This design comes from an exercise in tuning for small area on the open sky130 flow, not from production work.
RTL that was checked went through simulation tests only; none was proved equivalent to the original.
Power is estimated from default activity; no workload was simulated.

willow:
==> flow/design.v (excerpt) <==
module regfile_scoreboard
#(
    parameter int XLEN   = rv_pkg::XLEN_DEF,
    parameter int NREGS  = rv_pkg::NREGS_DEF,
    parameter int NUM_RD = 2,
    parameter bit BYPASS = 1'b1
) (
    input  logic                            clk,
    input  logic                            rst_n,
    input  logic [NUM_RD*$clog2(NREGS)-1:0] rs_addr,
    output logic [NUM_RD*XLEN-1:0]          rs_data,
    output logic [NUM_RD-1:0]               rs_busy,
    input  logic                            issue_valid,
    input  logic [$clog2(NREGS)-1:0]        issue_rd,
    input  logic                            wb_valid,
    input  logic [$clog2(NREGS)-1:0]        wb_rd,
    input  logic [XLEN-1:0]                 wb_data,
    input  logic                            flush,
    output logic [NREGS-1:0]                busy_vec
);
Size: about 3500 cells after synthesis, ~160 I/O pins, roughly 42000 µm² of cells after synthesis.
==> module regfile_scoreboard, before the edit <==
module regfile_scoreboard
#(
    parameter int XLEN   = rv_pkg::XLEN_DEF,
    parameter int NREGS  = rv_pkg::NREGS_DEF,
    parameter int NUM_RD = 2,
    parameter bit BYPASS = 1'b1
) (
    input  logic                            clk,
    input  logic                            rst_n,
    input  logic [NUM_RD*$clog2(NREGS)-1:0] rs_addr,
    output logic [NUM_RD*XLEN-1:0]          rs_data,
    output logic [NUM_RD-1:0]               rs_busy,
    input  logic                            issue_valid,
    input  logic [$clog2(NREGS)-1:0]        issue_rd,
    input  logic                            wb_valid,
    input  logic [$clog2(NREGS)-1:0]        wb_rd,
    input  logic [XLEN-1:0]                 wb_data,
    input  logic                            flush,
    output logic [NREGS-1:0]                busy_vec
);
    localparam int AW = $clog2(NREGS);
    logic [XLEN-1:0]  w_q [NREGS];
    logic [NREGS-1:1] r_valid;
    logic [NREGS-1:1] r_pend;
    logic [NREGS-1:0] w_valid;
    logic [NREGS-1:0] w_pend;
    logic [NREGS-1:0] w_we;
    logic [NREGS-1:0] w_wen;
    logic [NREGS-1:0] w_iss;
    logic [NREGS-1:0] w_issn;
    logic [XLEN-1:0]  w_wdn;
    rf_dec #(.NREGS(NREGS)) u_wdec (
        .en (wb_valid),
        .a  (wb_rd),
        .y  (w_we),
        .yn (w_wen)
    );
    rf_dec #(.NREGS(NREGS)) u_idec (
        .en (issue_valid),
        .a  (issue_rd),
        .y  (w_iss),
        .yn (w_issn)
    );
    always_ff @(posedge clk or negedge rst_n) begin
        if (!rst_n) begin
            r_pend <= '0;
        end else begin
            r_pend <= {(NREGS-1){~flush}} & (w_iss[NREGS-1:1] | (r_pend & w_wen[NREGS-1:1]));
        end
    end
    assign w_pend = {r_pend, 1'b0};
    assign busy_vec = w_pend;
    always_ff @(posedge clk or negedge rst_n) begin
        if (!rst_n) begin
            r_valid <= '0;
        end else begin
            r_valid <= r_valid | w_we[NREGS-1:1];
        end
    end
    assign w_valid = {r_valid, 1'b0};
    assign w_q[0] = '0;
    for (genvar r = 1; r < NREGS; r++) begin : g_reg
        logic [XLEN-1:0] r_q;
        logic [XLEN-1:0] w_d;
        rf_wr_row #(.XLEN(XLEN)) u_wr (
            .q   (r_q),
            .wd  (wb_data),
            .we  (w_we[r]),
            .wen (w_wen[r]),
            .d   (w_d)
        );
        always_ff @(posedge clk) begin
            r_q <= w_d;
        end
        assign w_q[r] = r_q;
    end
    assign w_wdn = ~wb_data;
    for (genvar g = 0; g < NUM_RD; g++) begin : g_rd
        logic [AW-1:0]    w_addr;
        logic [NREGS-1:0] w_sel;
        logic             w_hit;
        assign w_addr = rs_addr[g*AW +: AW];
        rf_rd_sel #(.NREGS(NREGS)) u_sel (
            .a   (w_addr),
            .ok  (w_valid),
            .sel (w_sel)
        );
        rf_hit #(.AW(AW)) u_hit (
            .rst_n    (rst_n),
            .wb_valid (BYPASS && wb_valid),
            .wb_rd    (wb_rd),
            .a        (w_addr),
            .hit      (w_hit)
        );
        for (genvar b = 0; b < XLEN; b++) begin : g_bit
            logic [NREGS-1:1] w_col;
            for (genvar r = 1; r < NREGS; r++) begin : g_col
                assign w_col[r] = w_q[r][b];
            end
            rf_rd_bit u_rd (
                .sel (w_sel[NREGS-1:1]),
                .d   (w_col),
                .hit (w_hit),
                .wdn (w_wdn[b]),
                .y   (rs_data[g*XLEN + b])
            );
        end
        rf_busy_rd #(.NREGS(NREGS)) u_busy (
            .a    (w_addr),
            .pend (w_pend),
            .hit  (w_hit),
            .busy (rs_busy[g])
        );
    end
endmodule
export LEC_CHECK = 0
export CAP_MARGIN = 20
export CORE_MARGIN = 2
export CORE_UTILIZATION = 50
export SETUP_SLACK_MARGIN = 0.2
export SLEW_MARGIN = 20
export SYNTH_HIERARCHICAL = 1
export SYNTH_MINIMUM_KEEP_SIZE = 0
create_clock -name core_clock -period 4.2 [get_ports {clk}]
standard.sh (not shown) runs the stock make flow with config.mk's settings and CLKGATE_MAP_FILE= SYNTH_SCRIPT=/design/flow/synth_recipe.tcl, a recipe that flattens the netlist after the stock synthesis.
==> flow/flow/run.sh <==
#!/bin/bash
# Standard ORFS layout with two changes: ports buffered with buf_2 cells
# instead of delay cells, and CTS without dummy loads. Each step's output
# goes to its own log here.
set -euo pipefail
bash standard.sh synth > synth.log 2>&1
bash standard.sh \
  'BUFFER_PORTS_ARGS=-buffer_cell sky130_fd_sc_hd__buf_2' \
  'CTS_ARGS=-sink_clustering_enable -repair_clock_nets -dont_use_dummy_load -sink_clustering_size 16 -sink_clustering_max_diameter 50 -buf_list {sky130_fd_sc_hd__clkbuf_8}' \
  finish > layout.log 2>&1
Setup changes, willow to pepper
==> flow/design.v, changed modules only <==
module regfile_scoreboard
#(
    parameter int XLEN   = rv_pkg::XLEN_DEF,
    parameter int NREGS  = rv_pkg::NREGS_DEF,
    parameter int NUM_RD = 2,
    parameter bit BYPASS = 1'b1
) (
    input  logic                            clk,
    input  logic                            rst_n,
    input  logic [NUM_RD*$clog2(NREGS)-1:0] rs_addr,
    output logic [NUM_RD*XLEN-1:0]          rs_data,
    output logic [NUM_RD-1:0]               rs_busy,
    input  logic                            issue_valid,
    input  logic [$clog2(NREGS)-1:0]        issue_rd,
    input  logic                            wb_valid,
    input  logic [$clog2(NREGS)-1:0]        wb_rd,
    input  logic [XLEN-1:0]                 wb_data,
    input  logic                            flush,
    output logic [NREGS-1:0]                busy_vec
);
    localparam int AW = $clog2(NREGS);
    logic [XLEN-1:0]  w_q [NREGS];
    logic [NREGS-1:0] r_valid;
    logic [NREGS-1:0] r_pend;
    logic [NREGS-1:0] w_we;
    logic [NREGS-1:0] w_wen;
    logic [NREGS-1:0] w_iss;
    logic [NREGS-1:0] w_issn;
    logic [XLEN-1:0]  w_wdn;
    rf_dec #(.NREGS(NREGS)) u_wdec (
        .en (wb_valid),
        .a  (wb_rd),
        .y  (w_we),
        .yn (w_wen)
    );
    rf_dec #(.NREGS(NREGS)) u_idec (
        .en (issue_valid),
        .a  (issue_rd),
        .y  (w_iss),
        .yn (w_issn)
    );
    always_ff @(posedge clk or negedge rst_n) begin
        if (!rst_n) begin
            r_pend[NREGS-1:1] <= '0;
        end else begin
            r_pend[NREGS-1:1] <= {(NREGS-1){~flush}} & (w_iss[NREGS-1:1] | (r_pend[NREGS-1:1] & w_wen[NREGS-1:1]));
        end
    end
    assign r_pend[0] = 1'b0;
    assign busy_vec = r_pend;
    always_ff @(posedge clk or negedge rst_n) begin
        if (!rst_n) begin
            r_valid[NREGS-1:1] <= '0;
        end else begin
            r_valid[NREGS-1:1] <= r_valid[NREGS-1:1] | w_we[NREGS-1:1];
        end
    end
    assign r_valid[0] = 1'b0;
    assign w_q[0] = '0;
    for (genvar r = 1; r < NREGS; r++) begin : g_reg
        logic [XLEN-1:0] r_q;
        logic [XLEN-1:0] w_d;
        rf_wr_row #(.XLEN(XLEN)) u_wr (
            .q   (r_q),
            .wd  (wb_data),
            .we  (w_we[r]),
            .wen (w_wen[r]),
            .d   (w_d)
        );
        always_ff @(posedge clk) begin
            r_q <= w_d;
        end
        assign w_q[r] = r_q;
    end
    assign w_wdn = ~wb_data;
    for (genvar g = 0; g < NUM_RD; g++) begin : g_rd
        logic [AW-1:0]    w_addr;
        logic [NREGS-1:0] w_sel [2];
        logic             w_hit;
        assign w_addr = rs_addr[g*AW +: AW];
        for (genvar h = 0; h < 2; h++) begin : g_half
            rf_rd_sel #(.NREGS(NREGS)) u_sel (
                .a   (w_addr),
                .ok  (r_valid),
                .sel (w_sel[h])
            );
        end
        rf_hit #(.AW(AW)) u_hit (
            .rst_n    (rst_n),
            .wb_valid (BYPASS && wb_valid),
            .wb_rd    (wb_rd),
            .a        (w_addr),
            .hit      (w_hit)
        );
        for (genvar b = 0; b < XLEN; b++) begin : g_bit
            logic [NREGS-1:1] w_col;
            for (genvar r = 1; r < NREGS; r++) begin : g_col
                assign w_col[r] = w_q[r][b];
            end
            rf_rd_bit u_rd (
                .sel (w_sel[b / (XLEN / 2)][NREGS-1:1]),
                .d   (w_col),
                .hit (w_hit),
                .wdn (w_wdn[b]),
                .y   (rs_data[g*XLEN + b])
            );
        end
        rf_busy_rd #(.NREGS(NREGS)) u_busy (
            .a    (w_addr),
            .pend (r_pend),
            .hit  (w_hit),
            .busy (rs_busy[g])
        );
    end
endmodule
--- outcome ---
Overall fraction of global-route tracks in use for pepper: 1.6 points down relative to willow
Summary of pepper over willow: least setup slack across all paths after layout saw an increase; number of vias after detailed routing saw an increase; initial antenna violation count saw an increase.
Min global-route met1 utilization across willow and pepper: willow
In pepper the via count of the first global-routing pass turned out 185 lower than in willow.
In pepper the clock slew at the register clock pins of the worst setup and hold paths turned out 50 ps lower than in willow.
Comparing sum of internal, switching and leakage power for willow and pepper, the smaller number came from pepper.
Between willow and pepper, the flow reports number of CTS-inserted buffers decreasing by a few percent.
The capture point of the worst path comes out rs_data[19] in one run and rs_data[12] in the other, namely in willow and pepper respectively.
Against willow, pepper comes in 5.1 ps lower on minimum clock period after layout.
Signed area change from the synthesized netlist to the final layout was higher in the run labelled willow.
There was hardly any difference in design area between willow and pepper.
On relative contribution of combinational cells to total power, willow and pepper are neck and neck.
For pepper, only the layout was checked, not whether the RTL still works.

regfile_scoreboard, a different RTL version from the one above (not shown whole).
For scale: about 3,500 cells after synthesis, roughly 160 I/O pins, roughly 0.042 mm² of cells after synthesis.
==> module rf_any, before the edit <==
module rf_any
#(
    parameter int N = 4
) (
    input  logic [N-1:0] yn,
    output logic         y
);
    assign y = ~&yn;
endmodule
==> module rf_or_gate, before the edit <==
module rf_or_gate (
    input  logic [2:0] any,
    input  logic       nhit,
    output logic       yn
);
    assign yn = ~((|any) & nhit);
endmodule
==> module rf_nand2g, before the edit <==
module rf_nand2g (
    input  logic a,
    input  logic b,
    output logic y
);
    assign y = ~(a & b);
endmodule
==> module rf_rd_bit, before the edit <==
module rf_rd_bit (
    input  logic [31:1] sel,
    input  logic [31:1] d,
    input  logic        hit,
    input  logic        nhit,
    input  logic        wd,
    output logic        y
);
    logic [10:0] w_yn;
    logic [2:0]  w_any;
    logic        w_rdn;
    logic        w_byn;
    for (genvar k = 0; k < 10; k++) begin : g_aoi
        rf_aoi3 u_aoi (.sel(sel[3*k+1 +: 3]), .d(d[3*k+1 +: 3]), .yn(w_yn[k]));
    end
    rf_nand2 u_nand (.sel(sel[31]), .d(d[31]), .yn(w_yn[10]));
    rf_any #(.N(4)) u_any0 (.yn(w_yn[3:0]), .y(w_any[0]));
    rf_any #(.N(4)) u_any1 (.yn(w_yn[7:4]), .y(w_any[1]));
    rf_any #(.N(3)) u_any2 (.yn(w_yn[10:8]), .y(w_any[2]));
    rf_or_gate u_rd (.any(w_any), .nhit(nhit), .yn(w_rdn));
    rf_nand2g u_byp (.a(hit), .b(wd), .y(w_byn));
    rf_nand2g u_out (.a(w_rdn), .b(w_byn), .y(y));
endmodule
==> module regfile_scoreboard, before the edit <==
module regfile_scoreboard
#(
    parameter int XLEN   = rv_pkg::XLEN_DEF,
    parameter int NREGS  = rv_pkg::NREGS_DEF,
    parameter int NUM_RD = 2,
    parameter bit BYPASS = 1'b1
) (
    input  logic                            clk,
    input  logic                            rst_n,
    input  logic [NUM_RD*$clog2(NREGS)-1:0] rs_addr,
    output logic [NUM_RD*XLEN-1:0]          rs_data,
    output logic [NUM_RD-1:0]               rs_busy,
    input  logic                            issue_valid,
    input  logic [$clog2(NREGS)-1:0]        issue_rd,
    input  logic                            wb_valid,
    input  logic [$clog2(NREGS)-1:0]        wb_rd,
    input  logic [XLEN-1:0]                 wb_data,
    input  logic                            flush,
    output logic [NREGS-1:0]                busy_vec
);
    localparam int AW = $clog2(NREGS);
    logic [XLEN-1:0]  w_q [NREGS];
    logic [NREGS-1:1] r_valid;
    logic [NREGS-1:1] r_pend;
    logic [NREGS-1:0] w_valid;
    logic [NREGS-1:0] w_pend;
    logic [NREGS-1:0] w_we;
    logic [NREGS-1:0] w_wen;
    logic [NREGS-1:0] w_iss;
    logic [NREGS-1:0] w_issn;
    rf_dec #(.NREGS(NREGS)) u_wdec (
        .en (wb_valid),
        .a  (wb_rd),
        .y  (w_we),
        .yn (w_wen)
    );
    rf_dec #(.NREGS(NREGS)) u_idec (
        .en (issue_valid),
        .a  (issue_rd),
        .y  (w_iss),
        .yn (w_issn)
    );
    always_ff @(posedge clk or negedge rst_n) begin
        if (!rst_n) begin
            r_pend <= '0;
        end else begin
            r_pend <= {(NREGS-1){~flush}} & (w_iss[NREGS-1:1] | (r_pend & w_wen[NREGS-1:1]));
        end
    end
    assign w_pend = {r_pend, 1'b0};
    assign busy_vec = w_pend;
    always_ff @(posedge clk or negedge rst_n) begin
        if (!rst_n) begin
            r_valid <= '0;
        end else begin
            r_valid <= r_valid | w_we[NREGS-1:1];
        end
    end
    assign w_valid = {r_valid, 1'b0};
    assign w_q[0] = '0;
    for (genvar r = 1; r < NREGS; r++) begin : g_reg
        logic [XLEN-1:0] r_q;
        logic [XLEN-1:0] w_d;
        rf_wr_row #(.XLEN(XLEN)) u_wr (
            .q   (r_q),
            .wd  (wb_data),
            .we  (w_we[r]),
            .wen (w_wen[r]),
            .d   (w_d)
        );
        always_ff @(posedge clk) begin
            r_q <= w_d;
        end
        assign w_q[r] = r_q;
    end
    for (genvar g = 0; g < NUM_RD; g++) begin : g_rd
        logic [AW-1:0]    w_addr;
        logic [NREGS-1:0] w_sel;
        logic             w_hit;
        assign w_addr = rs_addr[g*AW +: AW];
        rf_rd_sel #(.NREGS(NREGS)) u_sel (
            .a   (w_addr),
            .ok  (w_valid),
            .sel (w_sel)
        );
        rf_hit #(.AW(AW)) u_hit (
            .rst_n    (rst_n),
            .wb_valid (BYPASS && wb_valid),
            .wb_rd    (wb_rd),
            .a        (w_addr),
            .hit      (w_hit)
        );
        for (genvar b = 0; b < XLEN; b++) begin : g_bit
            logic [NREGS-1:1] w_col;
            for (genvar r = 1; r < NREGS; r++) begin : g_col
                assign w_col[r] = w_q[r][b];
            end
            rf_rd_bit u_rd (
                .sel (w_sel[NREGS-1:1]),
                .d   (w_col),
                .hit  (w_hit),
                .nhit (~w_hit),
                .wd   (wb_data[b]),
                .y   (rs_data[g*XLEN + b])
            );
        end
        rf_busy_rd #(.NREGS(NREGS)) u_busy (
            .a    (w_addr),
            .pend (w_pend),
            .hit  (w_hit),
            .busy (rs_busy[g])
        );
    end
endmodule
export LEC_CHECK = 0
export CAP_MARGIN = 20
export CORE_MARGIN = 2
export CORE_UTILIZATION = 55
export SETUP_SLACK_MARGIN = 0.15
export SLEW_MARGIN = 20
export SYNTH_HIERARCHICAL = 1
export SYNTH_MINIMUM_KEEP_SIZE = 0
create_clock -name core_clock -period 4.2 [get_ports {clk}]
==> flow/flow/run.sh <==
#!/bin/bash
# Standard ORFS layout with two changes: ports buffered with buf_2 cells
# instead of delay cells, and CTS without dummy loads. Each step's output
# goes to its own log here.
set -euo pipefail
bash standard.sh synth > synth.log 2>&1
bash standard.sh \
  'BUFFER_PORTS_ARGS=-buffer_cell sky130_fd_sc_hd__buf_2' \
  'CTS_ARGS=-sink_clustering_enable -repair_clock_nets -dont_use_dummy_load -sink_clustering_size 18 -sink_clustering_max_diameter 60 -buf_list {sky130_fd_sc_hd__clkbuf_8}' \
  finish > layout.log 2>&1
The first run completed and failed the layout checks on negative setup slack.
Rerun with:
--- a/flow/design.v
+++ b/flow/design.v
@@ -41,51 +41,38 @@
 );
     assign yn = ~(sel & d);
 endmodule
-module rf_any
-#(
-    parameter int N = 4
+module rf_and_n
+#(
+    parameter int N = 11
 ) (
     input  logic [N-1:0] yn,
     output logic         y
 );
-    assign y = ~&yn;
-endmodule
-module rf_or_gate (
-    input  logic [2:0] any,
-    input  logic       nhit,
-    output logic       yn
-);
-    assign yn = ~((|any) & nhit);
-endmodule
-module rf_nand2g (
-    input  logic a,
-    input  logic b,
+    assign y = &yn;
+endmodule
+module rf_byp_mux (
+    input  logic hit,
+    input  logic wdn,
+    input  logic none,
     output logic y
 );
-    assign y = ~(a & b);
+    assign y = ~(hit ? wdn : none);
 endmodule
 module rf_rd_bit (
     input  logic [31:1] sel,
     input  logic [31:1] d,
     input  logic        hit,
-    input  logic        nhit,
-    input  logic        wd,
+    input  logic        wdn,
     output logic        y
 );
     logic [10:0] w_yn;
-    logic [2:0]  w_any;
-    logic        w_rdn;
-    logic        w_byn;
+    logic        w_none;
     for (genvar k = 0; k < 10; k++) begin : g_aoi
         rf_aoi3 u_aoi (.sel(sel[3*k+1 +: 3]), .d(d[3*k+1 +: 3]), .yn(w_yn[k]));
     end
     rf_nand2 u_nand (.sel(sel[31]), .d(d[31]), .yn(w_yn[10]));
-    rf_any #(.N(4)) u_any0 (.yn(w_yn[3:0]), .y(w_any[0]));
-    rf_any #(.N(4)) u_any1 (.yn(w_yn[7:4]), .y(w_any[1]));
-    rf_any #(.N(3)) u_any2 (.yn(w_yn[10:8]), .y(w_any[2]));
-    rf_or_gate u_rd (.any(w_any), .nhit(nhit), .yn(w_rdn));
-    rf_nand2g u_byp (.a(hit), .b(wd), .y(w_byn));
-    rf_nand2g u_out (.a(w_rdn), .b(w_byn), .y(y));
+    rf_and_n #(.N(11)) u_and (.yn(w_yn), .y(w_none));
+    rf_byp_mux u_mux (.hit(hit), .wdn(wdn), .none(w_none), .y(y));
 endmodule
 module rf_dec
 #(
@@ -172,6 +159,7 @@
     logic [NREGS-1:0] w_wen;
     logic [NREGS-1:0] w_iss;
     logic [NREGS-1:0] w_issn;
+    logic [XLEN-1:0]  w_wdn;
     rf_dec #(.NREGS(NREGS)) u_wdec (
         .en (wb_valid),
         .a  (wb_rd),
@@ -217,6 +205,7 @@
         end
         assign w_q[r] = r_q;
     end
+    assign w_wdn = ~wb_data;
     for (genvar g = 0; g < NUM_RD; g++) begin : g_rd
         logic [AW-1:0]    w_addr;
         logic [NREGS-1:0] w_sel;
@@ -242,9 +231,8 @@
             rf_rd_bit u_rd (
                 .sel (w_sel[NREGS-1:1]),
                 .d   (w_col),
-                .hit  (w_hit),
-                .nhit (~w_hit),
-                .wd   (wb_data[b]),
+                .hit (w_hit),
+                .wdn (w_wdn[b]),
                 .y   (rs_data[g*XLEN + b])
             );
         end
The new run completed without violations. Utilization is lower by 0.62 points. Power is lower by 0.43%. Global-route usage is lower by 1.5 points. First-iteration DRC count went down by 4.6%. Die area hardly moves. Non-clock buffer count goes down by 82. Sequential power barely changes. Register-to-register slack barely changes. Clock power came out lower by about 0.8%.

re-timing with driven ports:
How much do the figures lean on ideal ports? The routed layouts below were timed once more, with nothing changed but the port constraints. Step 1, drivers: a clkbuf_16 drives clk and a buf_2 each remaining input, both assumed. Step 2 moves the port delays by t, midway between the first and last clock arrival at a register: inputs arrive t later, outputs are due t later. That takes back most of the time a late clock gives input paths. a / b / c = no drivers / after step 1 / after step 2; a / b = the first two.
run	t (ns)	setup WS [ns]	hold slack, ns
willow	0.838	0.122 / 0.078 / 0.078	0.296 / 0.262 / 0.479
pepper	0.818	0.127 / -0.014 / -0.014	0.512 / 0.483 / 0.512
the first run of note 2	0.811	-0.087 / -0.112 / -0.112	0.233 / 0.185 / 0.475
the second run of note 2	0.783	0.072 / 0.050 / 0.050	0.389 / 0.362 / 0.490
With both steps, setup timing fails in pepper, where it was met with ideal ports. For pepper, which loses most, drivers alone change the setup slack by -0.141 ns; drivers and shift together by -0.141 ns.
